Source: an optimization exercise on an open RTL-to-GDS flow (aim: small area). Production flows keep margins and buffers that such runs may drop.
In this exercise RTL edits were held to simulation tests only and were not proved equivalent to the original.
Power figures rest on the tool's default switching activity, not on a simulated workload.

**config.mk**
```make
export PLATFORM = sky130hd
export DESIGN_NAME = register_file
export DESIGN_NICKNAME = register_file
export VERILOG_FILES = /design/flow/design.v
export SDC_FILE = /design/flow/constraint.sdc
export NUM_CORES = 4
export LEC_CHECK = 0
export CAP_MARGIN = 20
export CORE_MARGIN = 2
export CORE_UTILIZATION = 55
export PLACE_DENSITY = 0.65
export SETUP_SLACK_MARGIN = 0.3
export SLEW_MARGIN = 20
export SYNTH_HIERARCHICAL = 1
```
**constraint.sdc**
```tcl
create_clock -name core_clock -period 6.5 [get_ports {clk}]
set_input_delay 1.3000 -clock core_clock [delete_from_list [all_inputs] [get_ports {clk}]]
set_output_delay 1.3000 -clock core_clock [all_outputs]
set_load 0.01 [all_outputs]
```
**design.v**
```verilog
package mips_pkg;
    localparam int DATA_WIDTH = 32;
    localparam int ADDR_WIDTH = 5;
    localparam int NUM_REGS   = 32;
    localparam logic [ADDR_WIDTH-1:0] REG_ZERO = 5'd0;
    typedef logic [DATA_WIDTH-1:0] word_t;
    typedef logic [ADDR_WIDTH-1:0] reg_idx_t;
endpackage
module rf_read_bit (
    input  logic [mips_pkg::NUM_REGS-1:0] sel,
    input  logic [mips_pkg::NUM_REGS-1:0] d,
    input  logic                          inv,
    output logic                          q
);
    localparam int N = mips_pkg::NUM_REGS;
    localparam int G = N / 3;            
    logic [G-1:0] y;                     
    logic [2:0] z;                       
    for (genvar g = 0; g < G; g++) begin : g_grp
        rf_aoi222 u_aoi (.a(sel[3*g +: 3]), .b(d[3*g +: 3]), .y(y[g]));
    end
    rf_nand4 u_z0 (.a(y[3:0]), .y(z[0]));
    rf_nand4 u_z1 (.a(y[7:4]), .y(z[1]));
    rf_tail  u_z2 (.a(sel[N-1:3*G]), .b(d[N-1:3*G]), .y(y[9:8]), .z(z[2]));
    rf_out u_out (.z(z), .inv(inv), .q(q));
endmodule
module rf_aoi222 (
    input  logic [2:0] a,
    input  logic [2:0] b,
    output logic       y
);
    assign y = ~|(a & b);
endmodule
module rf_tail (
    input  logic [1:0] a,
    input  logic [1:0] b,
    input  logic [1:0] y,
    output logic       z
);
    assign z = (|(a & b)) | ~&y;
endmodule
module rf_nand4 (
    input  logic [3:0] a,
    output logic       y
);
    assign y = ~&a;
endmodule
module rf_out (
    input  logic [2:0] z,
    input  logic       inv,
    output logic       q
);
    logic m;
    assign m = ~|z;
    assign q = ~(m ^ inv);
endmodule
module rf_bit_next (
    input  logic sel,
    input  logic hold,
    input  logic wd,
    input  logic q,
    output logic d
);
    assign d = ~((hold | wd) & (sel | q));
endmodule
module rf_ctrl (
    input  logic                          rst,
    input  logic                          writeBack,
    input  mips_pkg::reg_idx_t            rd,
    input  mips_pkg::reg_idx_t            rs,
    input  mips_pkg::reg_idx_t            rt,
    input  mips_pkg::word_t               din,
    input  logic [mips_pkg::NUM_REGS-1:1] valid,
    input  logic                          phase,
    output logic [mips_pkg::NUM_REGS-1:1] wsel,
    output logic [mips_pkg::NUM_REGS-1:1] hold,
    output logic [mips_pkg::NUM_REGS-1:0] selA,
    output logic [mips_pkg::NUM_REGS-1:0] selB,
    output logic                          invA,
    output logic                          invB,
    output mips_pkg::word_t               din_p
);
    localparam int N = mips_pkg::NUM_REGS;
    logic we;
    logic [N-1:1] rsel, tsel;
    assign we = writeBack && rst && (rd != mips_pkg::REG_ZERO);
    always_comb begin
        for (int i = 1; i < N; i++) begin
            wsel[i] = we && (rd == i);
            rsel[i] = (rs == i);
            tsel[i] = (rt == i);
        end
    end
    assign hold = ~wsel;
    assign selA[0] = we && (rd == rs);
    assign selB[0] = we && (rd == rt);
    assign selA[N-1:1] = rsel[N-1:1] & valid[N-1:1] & ~wsel[N-1:1];
    assign selB[N-1:1] = tsel[N-1:1] & valid[N-1:1] & ~wsel[N-1:1];
    assign invA = phase && |selA[N-1:1];
    assign invB = phase && |selB[N-1:1];
    assign din_p = din ^ {mips_pkg::DATA_WIDTH{phase}};
endmodule
module register_file (
    input  logic               clk,
    input  logic               rst,
    input  mips_pkg::word_t    din,
    input  logic               writeBack,
    input  mips_pkg::reg_idx_t rd,
    input  mips_pkg::reg_idx_t rs,
    input  mips_pkg::reg_idx_t rt,
    output mips_pkg::word_t    regA,
    output mips_pkg::word_t    regB
);
    localparam int N = mips_pkg::NUM_REGS;
    localparam int W = mips_pkg::DATA_WIDTH;
    logic [N-1:0][W-1:0] mem, mem_d;
    logic [N-1:1] valid, wsel, hold;
    logic [N-1:0] selA, selB;
    logic         invA, invB, phase;
    mips_pkg::word_t din_p;
    rf_ctrl u_ctrl (
        .rst(rst), .writeBack(writeBack), .rd(rd), .rs(rs), .rt(rt), .din(din),
        .valid(valid), .phase(phase), .wsel(wsel), .hold(hold),
        .selA(selA), .selB(selB), .invA(invA), .invB(invB), .din_p(din_p)
    );
    always_ff @(posedge clk or negedge rst) begin
        if (!rst) begin
            valid <= '0;
            phase <= 1'b0;
        end else begin
            valid <= valid | wsel;
            phase <= ~phase;
        end
    end
    for (genvar g = 1; g < N; g++) begin : g_word
        for (genvar b = 0; b < W; b++) begin : g_bit
            rf_bit_next u_next (.sel(wsel[g]), .hold(hold[g]), .wd(din_p[b]), .q(mem[g][b]), .d(mem_d[g][b]));
        end
    end
    always_ff @(posedge clk) begin
        for (int i = 1; i < N; i++) mem[i] <= mem_d[i];
    end
    for (genvar b = 0; b < W; b++) begin : g_read
        logic [N-1:0] col;
        always_comb begin
            col[0] = din[b];
            for (int i = 1; i < N; i++) col[i] = mem[i][b];
        end
        rf_read_bit u_a (.sel(selA), .d(col), .inv(invA), .q(regA[b]));
        rf_read_bit u_b (.sel(selB), .d(col), .inv(invB), .q(regB[b]));
    end
endmodule
```
**flow/run.sh**
```bash
#!/bin/bash
# The standard layout (standard.sh, unchanged synthesis and steps), with changes
# passed to ORFS through its own variables:
#  - port buffers use buf_2 instead of the buffer buffer_ports picks itself;
#  - clock tree synthesis inserts no dummy loads and clusters sinks into
#    larger groups driven by clkbuf_8;
#  - before global placement, flow/downsize.tcl starts the logic gates that
#    synthesis sized up at drive strength 1 (placement's repair still resizes
#    and buffers them, and repair_timing sizes critical ones back up).
# The run's full output goes to standard_flow.log in the work folder; ORFS keeps
# each tool's own log under orfs/logs/ (the sizing step's in 3_3_place_gp.log).
set -euo pipefail
export BUFFER_PORTS_ARGS="-buffer_cell sky130_fd_sc_hd__buf_2"
export CTS_ARGS="-sink_clustering_enable -repair_clock_nets -dont_use_dummy_load -sink_clustering_size 14 -sink_clustering_max_diameter 60 -buf_list sky130_fd_sc_hd__clkbuf_8"
export PRE_GLOBAL_PLACE_TCL="$(pwd)/flow/downsize.tcl"
bash standard.sh > standard_flow.log 2>&1
```
**flow/downsize.tcl**
```tcl
set n 0
foreach inst [[ord::get_db_block] getInsts] {
  set m [[$inst getMaster] getName]
  if {[regexp {^sky130_fd_sc_hd__((nor|nand|or|and|a|o)[0-9a-z]*)_(2|4)$} $m -> base]} {
    set to sky130_fd_sc_hd__${base}_1
    if {[llength [get_lib_cells $to]] == 0} continue
    replace_cell [get_cells [$inst getName]] $to
    incr n
  }
}
puts "downsize.tcl: resized $n instances to drive strength 1"
```
**standard.sh**
```bash
#!/bin/bash
# synth_recipe.tcl (not shown) runs the flow's synth.tcl, then flattens the netlist and writes it again
# the make line also repeats each setting of config.mk as NAME=value (left out here)
make -C /OpenROAD-flow-scripts/flow DESIGN_CONFIG=/design/flow/config.mk WORK_HOME=/design/flow/orfs CLKGATE_MAP_FILE= SYNTH_SCRIPT=/design/flow/synth_recipe.tcl "${@:-finish}"
```
==> reports/qor.csv, run 1 <==
metric,value,unit
run status,no timing/DRC/antenna violations,
Max IR drop VDD,0.000231,V
Syn Inst Count,3445,
reg2reg start,phase,
asr flop ratio synth,3.13,%
routed wire length,196000,um
CTS tree,built,
Unique masters post-synth,49,
Pleak,15.0,nW
Post-synth EDFFs,0,
vias in the first global route,41584,
clock edge transition at the registers on the reported setup and hold paths,70,ps
post-synth top area share,51.9,%
Final Skew,82.2,ps
residual DRC count,0,
Slew Limit Headroom,22.4,%
Critical Path RT,5200,ps
Finished Core Util,62.4,%
Post-synth top flop,dfxtp_1,
TNS Setup,0,ps
Iteration-0 DRC Markers,11309,
drt first pass iters,17,
Initial Util,55.7,%
Crit path top cell by count,buf_2,
hold_sp,valid[31],
CP Data Arrival Time,4920,ps
fmax,161,MHz
critical path class,input port to output pin,
nets,3868,
largest area contributor in the netlist,dfxtp_1,
Reg-to-Reg End,mem[329],
CORE AREA,68700,sq um
I/O Pins,114,
Hold Path End,valid[31],
FP Rows,96,
fillers,5663,
"Clk Latency, worst-skew pair",760,ps
final instance count without filler cells,4753,
gr ovfl total,0,
max incr delay on CP,810,ps
Fin. Hold Viols,0,
clock tree buffer depth,3,
maxcap violations,0,
Mean Syn Cell Area,11.1,sq um
top post-synthesis cells by count,"dfxtp_1, o22ai_1, a222oi_1",
Setup crit start kind,input port,
measured slew at the worst slew-check pin,1160,ps
port bufs,113,
Tot GR Track Use,53.0,%
Worst setup EP type,output pin,
Die Ht,268,um
synth top area cells,"dfxtp_1, a222oi_1, o22ai_1, nand4_1, dfrtp_1",
vias per inst,9.01,
Detailed Place HPWL,114000,um
CTS Buf Count,85,
Reg2Reg Depth,4,
Clock Sinks,1024,
Crit Path Max Fanout,27,
initial antenna violation count,8,
Critical Path Source,rd[0],
final worst setup slack,276,ps
ANT nets after route,0,
reg2reg setup slack,3660,ps
Die X,268,um
pwr dens,313,nW/um^2
hold depth,1,
share of layout cells above drive strength 1,13.7,%
synth warn,8,
wire per inst,41.3,um
Tcrit/Tclk final,95.8,%
# setup viols final,0,
H-Tree Depth,3,
RSZ-0062 raised after global routing,false,
GPL Wtd Cong,1.02,
dpl cells,4662,
Crit path max-delay family,simple AND/OR/NAND/NOR gates,
Mapped Nets,3495,
clk root buf,clkbuf_8,
"Critical Path, Cell by Cell",buf_2 -> or2_1 -> o31ai_1 -> nor4_2 -> buf_4 -> a222oi_1 -> nand4_1 -> nor3_1 -> xnor2_1 -> buf_2,
Max Slew Vio Count,0,
Syn Std Cell Area,38300,sq um
postcts setup bufs,0,
total number of vias,42808,
Final min period,6220,ps
worst hold path type,register to register,
sequential share of the synthesized area,54.0,%
smallest hold slack,466,ps
Die Area,71700,sq um
first-pass GRT wire length,279000,um
Yosys reg bits,1024,
CP bufs+invs,3,
Worst path slowest cell,nor4_2,
Layout area overhead,12.0,%
largest net degree at the start of global routing,35,
pre-CTS setup slack,355,ps
-- layout by cell type, fill, tap and decap left out, types with 2 or more instances in the layout --
master and count:
a222oi_1 640, buf_2 113, buf_4 198, clkbuf_8 85, dfrtp_1 31, dfxtp_1 992
diode_2 6, inv_1 24, inv_2 10, nand2_1 154, nand2b_1 7, nand3_1 15
nand3b_1 7, nand4_1 197, nand4b_1 2, nor2_1 11, nor2_4 11, nor2b_1 3
nor3_1 64, nor3_2 44, nor3_4 2, nor3b_1 3, nor4_1 14, nor4_2 10
nor4_4 4, nor4b_2 5, o21a_2 2, o21ai_0 2, o21ai_1 6, o22ai_1 992
o31ai_1 10, o31ai_2 2, or2_1 33, or3_1 5, xnor2_1 70, xor2_1 4
xor2_2 32
-- area by class of cell --
type                    instances  area, sq um  area share (%)
diodes                          6         15.0          0.0350
well taps                     931         1160            2.72
multi-input cells            2359        17600            41.2
clock buffers                  85         1170            2.73
repair buffers                312         2060            4.82
inverters                      36          140           0.327
flip-flops and latches       1024        20700            48.2
-- how the worst max path moves through the flow --
stage | slack (ps) | cells after the start | endpoint
floorplan | 320 | 9 | regB[0]
global placement | 400 | 12 | regB[31]
detailed placement | 350 | 13 | regA[28]
CTS | 340 | 13 | regA[28]
global route | 330 | 10 | regB[13]
finish | 280 | 10 | regB[24]
-- stage by stage --
| stage | power (W) | instance area [sq um] |
|---|---|---|
| final | 0.0134 | 42800 |
| after global routing | 0.0138 | 42800 |
| after global placement | 0.00997 | 41600 |
| after floorplan | 0.00933 | 38500 |
| after CTS | 0.0132 | 42800 |
| after detailed placement | 0.0101 | 41600 |
-- state kept, by name (all words and copies together) (netlist names) --
register,count
phase,1
mem,992
valid,31
-- where the power goes --
part           internal [W]  switching [W]  leakage (nW)
sequential          0.00741       0.000899          9.08
combinational      0.000798        0.00104          5.27
clock               0.00117        0.00210         0.611
-- cell families (layout without fill, tap and decap cells) --
| logic type | Yosys count | after routing | synth area share (%) |
|---|---|---|---|
| buf+inv | 62 | 433 | 0.739 |
| simple gates | 598 | 598 | 9.38 |
| xor+xnor | 106 | 106 | 2.43 |
| compound gates | 1655 | 1655 | 33.5 |
| other cells | 0 | 6 | 0 |
| flops | 1024 | 1024 | 54.0 |
-- Yosys stat by module, one instance, submodules excluded, excerpt --
module         cells inside  flip-flops and latches
register_file          1056                    1024
rf_aoi222                 1                       0
rf_bit_next               1                       0
rf_ctrl                 309                       0
rf_nand4                  1                       0
rf_out                    2                       0
rf_tail                   3                       0
-- layer usage --
metal	GRT usage [%]	vias up	wire length (um)
met4	37.7	12	17800
met3	27.8	1491	38800
li1	-	16331	-
met2	71.3	4955	75700
met1	64.2	20019	63900
met5	1.35	-	184
-- what timing repair did --
| action | 4_1_cts | 5_1_grt |
|---|---|---|
| setup endpoints to repair | 0 | 34 |
| hold buffers | 0 | 0 |
| resized for setup | 0 | 6 |
==> inputs of run 2 (changes only) <==
--- a/flow/run.sh
+++ b/flow/run.sh
@@ -13,3 +13,3 @@
 export BUFFER_PORTS_ARGS="-buffer_cell sky130_fd_sc_hd__buf_2"
-export CTS_ARGS="-sink_clustering_enable -repair_clock_nets -dont_use_dummy_load -sink_clustering_size 14 -sink_clustering_max_diameter 60 -buf_list sky130_fd_sc_hd__clkbuf_8"
+export CTS_ARGS="-sink_clustering_enable -repair_clock_nets -dont_use_dummy_load -sink_clustering_size 16 -sink_clustering_max_diameter 60 -buf_list sky130_fd_sc_hd__clkbuf_8"
 export PRE_GLOBAL_PLACE_TCL="$(pwd)/flow/downsize.tcl"
==> reports/qor.csv, run 2 <==
metric,value,unit,change
Worst setup EP type,output pin,,
mux contribution to synthesized area,0,%,unchanged
Syn Std Cell Area,38300,sq um,unchanged
post-synthesis simple-gate area fraction,9.38,%,unchanged
clock edge transition at the registers on the reported setup and hold paths,70,ps,about the same
clk root buf,clkbuf_8,,
Max Slew Vio Count,0,,unchanged
CP Data Arrival Time,4990,ps,+70 ps
Final Skew,53.4,ps,-28.8 ps
synth top area cells,"dfxtp_1, a222oi_1, o22ai_1, nand4_1, dfrtp_1",,
total number of vias,42799,,-0.021%
asr flop ratio synth,3.13,%,unchanged
register bank with the most flops,mem,,
max incr delay on CP,830,ps,+20 ps
worst hold path type,register to register,,
Die Area,71700,sq um,unchanged
fmax,159,MHz,-1.1%
Yosys reg bits,1024,,unchanged
number of flip-flops in the largest register,992,,unchanged
initial antenna violation count,8,,unchanged
GPL Wtd Cong,1.02,,unchanged
CTS Buf Count,77,,-9.4%
Syn Inst Count,3445,,unchanged
nets,3860,,-0.21%
H-Tree Depth,3,,unchanged
Mean Syn Cell Area,11.1,sq um,unchanged
Tot GR Track Use,52.9,%,-0.086 points
maxcap violations,0,,unchanged
port bufs,113,,unchanged
Pleak,14.9,nW,-0.39%
biggest regs,"mem (992), valid (31), phase (1)",,
Detailed Place HPWL,114000,um,unchanged
pwr dens,311,nW/um^2,-0.75%
drt first pass iters,14,,-3
CORE AREA,68700,sq um,unchanged
pre-CTS setup slack,355,ps,unchanged
RSZ-0062 raised after global routing,false,,
sequential share of the synthesized area,54.0,%,unchanged
critical path class,input port to output pin,,
main combinational cell family by area after synthesis,compound AO/OA/AOI/OAI gates,,
share of layout cells above drive strength 1,13.5,%,-0.21 points
I/O Pins,114,,unchanged
Critical Path RT,5200,ps,about the same
hold_buf cts,0,,unchanged
"Clk Latency, worst-skew pair",780,ps,+20 ps
FP Rows,96,,unchanged
"commonest cells after routing, fill and taps aside","o22ai_1, dfxtp_1, a222oi_1",,
final worst setup slack,209,ps,-67.7 ps
wire per inst,41.3,um,about the same
Unique masters post-synth,49,,unchanged
Compound-Gate Fraction of Synth Area,33.5,%,unchanged
run status,no timing/DRC/antenna violations,,
routed wire length,196000,um,-0.22%
Die X,268,um,unchanged
Setup crit start kind,input port,,
measured slew at the worst slew-check pin,1230,ps,+78.2 ps
Final min period,6290,ps,+67.7 ps
vias per inst,9.02,,+0.11%
Crit Path Max Fanout,27,,unchanged
largest area contributor in the netlist,dfxtp_1,,
largest net degree at the start of global routing,35,,unchanged
first-pass GRT wire length,279000,um,-0.22%
"Critical Path, Cell by Cell",buf_2 -> or2_1 -> o31ai_1 -> nor4_2 -> buf_4 -> a222oi_1 -> nand4_1 -> nor3_1 -> xnor2_1 -> buf_2,,
ANT nets after route,0,,unchanged
synth warn,8,,unchanged
Initial Util,55.7,%,unchanged
Iteration-0 DRC Markers,11529,,+1.9%
Clock Sinks,1024,,unchanged
Tcrit/Tclk final,96.8,%,+1.0 points
Crit path top cell by count,buf_2,,
Post-synth EDFFs,0,,unchanged
Mapped Nets,3495,,unchanged
Worst path slowest cell,nor4_2,,
TNS Setup,0,ps,unchanged
Synth Area in XOR/XNOR,2.43,%,unchanged
Post-synth top flop,dfxtp_1,,
Layout area overhead,11.6,%,
clock tree buffer depth,3,,unchanged
post-CTS sizing,0,,unchanged
gr ovfl total,0,,unchanged
CTS tree,built,,
# setup viols final,0,,unchanged
post-synthesis adder-cell area fraction,0,%,unchanged
Fin. Hold Viols,0,,unchanged
top post-synthesis cells by count,"dfxtp_1, o22ai_1, a222oi_1",,
post-synth top area share,51.9,%,unchanged
Die Ht,268,um,unchanged
smallest hold slack,470,ps,+3.68 ps
vias in the first global route,41411,,-0.42%
postcts setup bufs,0,,unchanged
Finished Core Util,62.2,%,-0.17 points
residual DRC count,0,,unchanged
Slew Limit Headroom,17.1,%,-5.3 points
Max IR drop VDD,0.000228,V,-1.4%
-- run 2: path summary, 6_finish.rpt --
path	startpoint	to	cells past startpoint	slack, ps
setup / recovery	rd[0]	regB[24]	10	210
hold / removal	valid[31]	valid[31]	1	470
setup reg to reg	phase	mem[521]	4	3720
hold reg to reg	valid[31]	valid[31]	1	470
max in group asynchronous	rst	valid[29]	2	5400
min in group asynchronous	rst	valid[15]	2	660
-- run 2: per-stage QoR --
stage,cells,power (W),instance area [sq um]
floorplan,3445,0.00933,38500
global placement,4662,0.00997,41600
detailed placement,4662,0.0101,41600
CTS,4739,0.0131,42700
global route,4740,0.0137,42700
finish,4747,0.0133,42700
-- run 2: metal layers --
metal	track usage [%]	wire length, um
met5	0.203	191
met3	28.2	39100
met4	38.8	18400
met2	70.5	74400
met1	64.1	63900
-- run 2: modules after synthesis (local to each module, per instance), a selection --
module / copies in the design / flip-flops and latches / cells inside / cell area [sq um]
register_file: 1 / 1024 / 1056 / 20900
rf_ctrl: 1 / 0 / 309 / 1920
rf_out: 64 / 0 / 2 / 18.8
rf_tail: 64 / 0 / 3 / 13.8
rf_aoi222: 640 / 0 / 1 / 10.0
rf_bit_next: 992 / 0 / 1 / 6.26
rf_nand4: 128 / 0 / 1 / 6.26
-- run 2: final cells by class --
type	instances	area, sq um
antenna	8	20.0
multi-input combinational	2359	17600
timing repair buffer	312	2060
tap	931	1160
inverter	36	140
clock buffer	77	1060
sequential	1024	20700
fill	5692	26000
-- run 2: where the power goes --
group	switching (W)	internal (W)	total (W)
logic	0.00104	0.000798	0.00184
clock network	0.00207	0.00106	0.00314
registers	0.000898	0.00741	0.00831
-- run 2: critical path: cells and delay by family --
family                 cells  cell delay [ps]
AO/OA/AOI/OAI              2              400
AND/OR/NAND/NOR            4             1670
XOR/XNOR                   1              480
buffers and inverters      3             1110
-- run 2: logic make-up after synthesis --
logic type | after synthesis
xor+xnor | 106
simple gates | 598
compound gates | 1655
buf+inv | 62
flops | 1024
==> inputs of run 3 (changes only) <==
--- a/config.mk
+++ b/config.mk
@@ -11,3 +11,3 @@
 export PLACE_DENSITY = 0.65
-export SETUP_SLACK_MARGIN = 0.3
+export SETUP_SLACK_MARGIN = 0.2
 export SLEW_MARGIN = 20
==> reports/qor.csv, run 3 <==
metric,value,unit,change
run status,no timing/DRC/antenna violations,,
Crit path top cell by count,buf_2,,
Post-synth EDFFs,0,,unchanged
largest area contributor in the netlist,dfxtp_1,,
DRT met1 WL,63100,um,-1.2%
Post-synth top flop,dfxtp_1,,
Die X,268,um,unchanged
Layout area overhead,11.8,%,
Syn Inst Count,3445,,unchanged
largest net degree at the start of global routing,35,,unchanged
Slew Limit Headroom,16.5,%,-0.61 points
synth top area cells,"dfxtp_1, a222oi_1, o22ai_1, nand4_1, dfrtp_1",,
Mapped Nets,3495,,unchanged
CTS tree,built,,
Fin. Hold Viols,0,,unchanged
reg2reg setup slack,3310,ps,-410 ps
Final Skew,66.4,ps,+13.0 ps
postcts setup bufs,0,,unchanged
hold_buf cts,0,,unchanged
CP Data Arrival Time,4950,ps,-40 ps
top post-synthesis cells by count,"dfxtp_1, o22ai_1, a222oi_1",,
post-synth top area share,51.9,%,unchanged
pwr dens,312,nW/um^2,+0.26%
vias per inst,8.98,,-0.45%
worst hold path type,input port to async pin,,
residual DRC count,0,,unchanged
smallest hold slack,402,ps,-67.5 ps
nets,3858,,-0.052%
"commonest cells after routing, fill and taps aside","o22ai_1, dfxtp_1, a222oi_1",,
Reg2Reg Depth,4,,unchanged
number of flip-flops in the largest register,992,,unchanged
Crit Path Max Fanout,22,,-19%
"Critical Path, Cell by Cell",buf_2 -> or2_1 -> o31ai_1 -> nor4_2 -> buf_4 -> a222oi_1 -> nand4_1 -> nor3_1 -> xnor2_1 -> buf_2,,
Reg-to-Reg End,mem[343],,
max incr delay on CP,710,ps,-120 ps
drt first pass iters,17,,+3
Critical Path RT,5200,ps,about the same
final worst setup slack,249,ps,+40.1 ps
critical path class,input port to output pin,,
ANT nets after route,0,,unchanged
initial antenna violation count,4,,-4
total number of vias,42553,,-0.57%
"Clk Latency, worst-skew pair",750,ps,-30 ps
routed wire length,195000,um,-0.67%
synth warn,8,,unchanged
gr ovfl total,0,,unchanged
H-Tree Depth,3,,unchanged
Worst setup EP type,output pin,,
CTS Buf Count,79,,+2.6%
Detailed Place HPWL,114000,um,-0.23%
CORE AREA,68700,sq um,unchanged
Max IR drop VDD,0.000253,V,+11%
fmax,160,MHz,+0.64%
met2 wire len,75300,um,+1.2%
Initial Util,55.7,%,unchanged
post-CTS sizing,0,,unchanged
port bufs,113,,unchanged
clock edge transition at the registers on the reported setup and hold paths,100,ps,+30 ps
Tcrit/Tclk final,96.2,%,-0.62 points
Tot GR Track Use,52.0,%,-0.85 points
Iteration-0 DRC Markers,12345,,+7.1%
first-pass GRT wire length,274000,um,-1.8%
biggest regs,"mem (992), valid (31), phase (1)",,
Yosys reg bits,1024,,unchanged
Top Layer Used,met5,,
Unique masters post-synth,49,,unchanged
fillers,5638,,-0.95%
FP Rows,96,,unchanged
reg2reg start,phase,,
# setup viols final,0,,unchanged
Mean Syn Cell Area,11.1,sq um,unchanged
GPL Wtd Cong,1.03,,+0.86%
Pleak,14.9,nW,+0.12%
RSZ-0062 raised after global routing,false,,
asr flop ratio synth,3.13,%,unchanged
wire per inst,41.1,um,-0.54%
Worst path slowest cell,nor3_1,,
Setup crit start kind,input port,,
routed wl met3,38700,um,-1.1%
measured slew at the worst slew-check pin,1250,ps,+16.4 ps
vias in the first global route,40245,,-2.8%
Clock Sinks,1024,,unchanged
TNS Setup,0,ps,unchanged
Die Ht,268,um,unchanged
maxcap violations,0,,unchanged
register bank with the most flops,mem,,
Max Slew Vio Count,0,,unchanged
I/O Pins,114,,unchanged
clock tree buffer depth,3,,unchanged
pre-CTS setup slack,619,ps,+264 ps
clk root buf,clkbuf_8,,
Die Area,71700,sq um,unchanged
sequential share of the synthesized area,54.0,%,unchanged
Syn Std Cell Area,38300,sq um,unchanged
Final min period,6250,ps,-40.1 ps
share of layout cells above drive strength 1,13.3,%,-0.18 points
run 3: per-stage QoR:
stage               std cells  area [sq um]  utilization [%]  total power, W
global route             4738         42800             62.3          0.0137
detailed placement       4657         41700             60.6          0.0101
global placement         4657         41700             60.6         0.00999
CTS                      4736         42700             62.2          0.0131
finish                   4741         42800             62.3          0.0133
floorplan                3445         38500                -         0.00933
run 3: how the worst max path moves through the flow:
stage           from        to  slack [ps]  cells past startpoint
3_3_place_gp   rd[1]   regA[0]         670                     10
6_report       rd[1]  regA[15]         250                     10
5_1_grt        rd[1]  regA[15]         360                     10
3_5_place_dp   rd[3]  regA[17]         620                     13
2_1_floorplan  rd[2]   regB[0]         230                     10
4_1_cts        rd[3]  regA[17]         620                     13
run 3: cell families (layout without fill, tap and decap cells):
group / Yosys count / count (layout) / share of synthesized area, %
xor+xnor: 106 / 106 / 2.43
buf+inv: 62 / 423 / 0.739
other cells: 0 / 4 / 0
flops: 1024 / 1024 / 54.0
compound gates: 1655 / 1655 / 33.5
simple gates: 598 / 598 / 9.38
run 3: modules after synthesis (local to each module, per instance), excerpt:
| module | area [sq um] | flops+latches | cells |
|---|---|---|---|
| rf_aoi222 | 10.0 | 0 | 1 |
| rf_ctrl | 1920 | 0 | 309 |
| rf_tail | 13.8 | 0 | 3 |
| rf_nand4 | 6.26 | 0 | 1 |
| rf_bit_next | 6.26 | 0 | 1 |
| rf_out | 18.8 | 0 | 2 |
| register_file | 20900 | 1024 | 1056 |
run 3: routing by layer:
metal  up-vias  track usage (%)
met4         4             36.1
met1     20065             63.0
met5         -                0
met2      4789             71.1
met3      1380             26.9
li1      16315                -
run 3: worst max-delay path, delay by kind of cell:
family | cells | cell delay, ps
AND/OR/NAND/NOR | 4 | 1720
XOR/XNOR | 1 | 190
buffers and inverters | 3 | 620
AO/OA/AOI/OAI | 2 | 1100
run 3: area by class of cell:
class,instances,area (sq um),share of cell area [%]
Inverter,36,140,0.328
Clock buffer,79,1090,2.54
Multi-Input combinational cell,2359,17600,41.1
Sequential cell,1024,20700,48.3
Tap cell,931,1160,2.72
Antenna cell,4,10.0,0.0234
Timing Repair Buffer,308,2150,5.02
run 3: power by group:
group / internal (W) / total, W / switching, W / leakage, nW
clock: 0.00109 / 0.00318 / 0.00208 / 0.568
combinational: 0.000799 / 0.00183 / 0.00103 / 5.27
sequential: 0.00741 / 0.00833 / 0.000915 / 9.08
total: 0.00930 / 0.0133 / 0.00403 / 14.9

re-timing with driven ports:
How much do the figures lean on ideal ports? The routed layouts below were timed once more, with nothing changed but the port constraints. Step 1 assumes that a clkbuf_16 drives the clock port and a buf_2 every other input. Step 2 also shifts input and output timing later by t, the mid clock arrival at the registers, as if the neighbouring blocks saw the same clock. a / b / c = ideal ports / drivers / drivers and shift; a / b = the first two.
run | t (ns) | slack for setup (ns) | latest minus earliest clock arrival (ns) | slew at the worst register clock pin (ns)
run 1 | 0.782 | 0.276 / 0.238 / 0.238 | 0.092 / 0.092 | 0.10 / 0.10
run 2 | 0.787 | 0.209 / 0.180 / 0.180 | 0.103 / 0.104 | 0.11 / 0.11
run 3 | 0.794 | 0.249 / 0.216 / 0.216 | 0.089 / 0.088 | 0.11 / 0.11
After both steps every run listed still meets setup and hold. The setup slack of run 1, which loses most, moves by -0.038 ns with the drivers and by -0.038 ns with both steps.
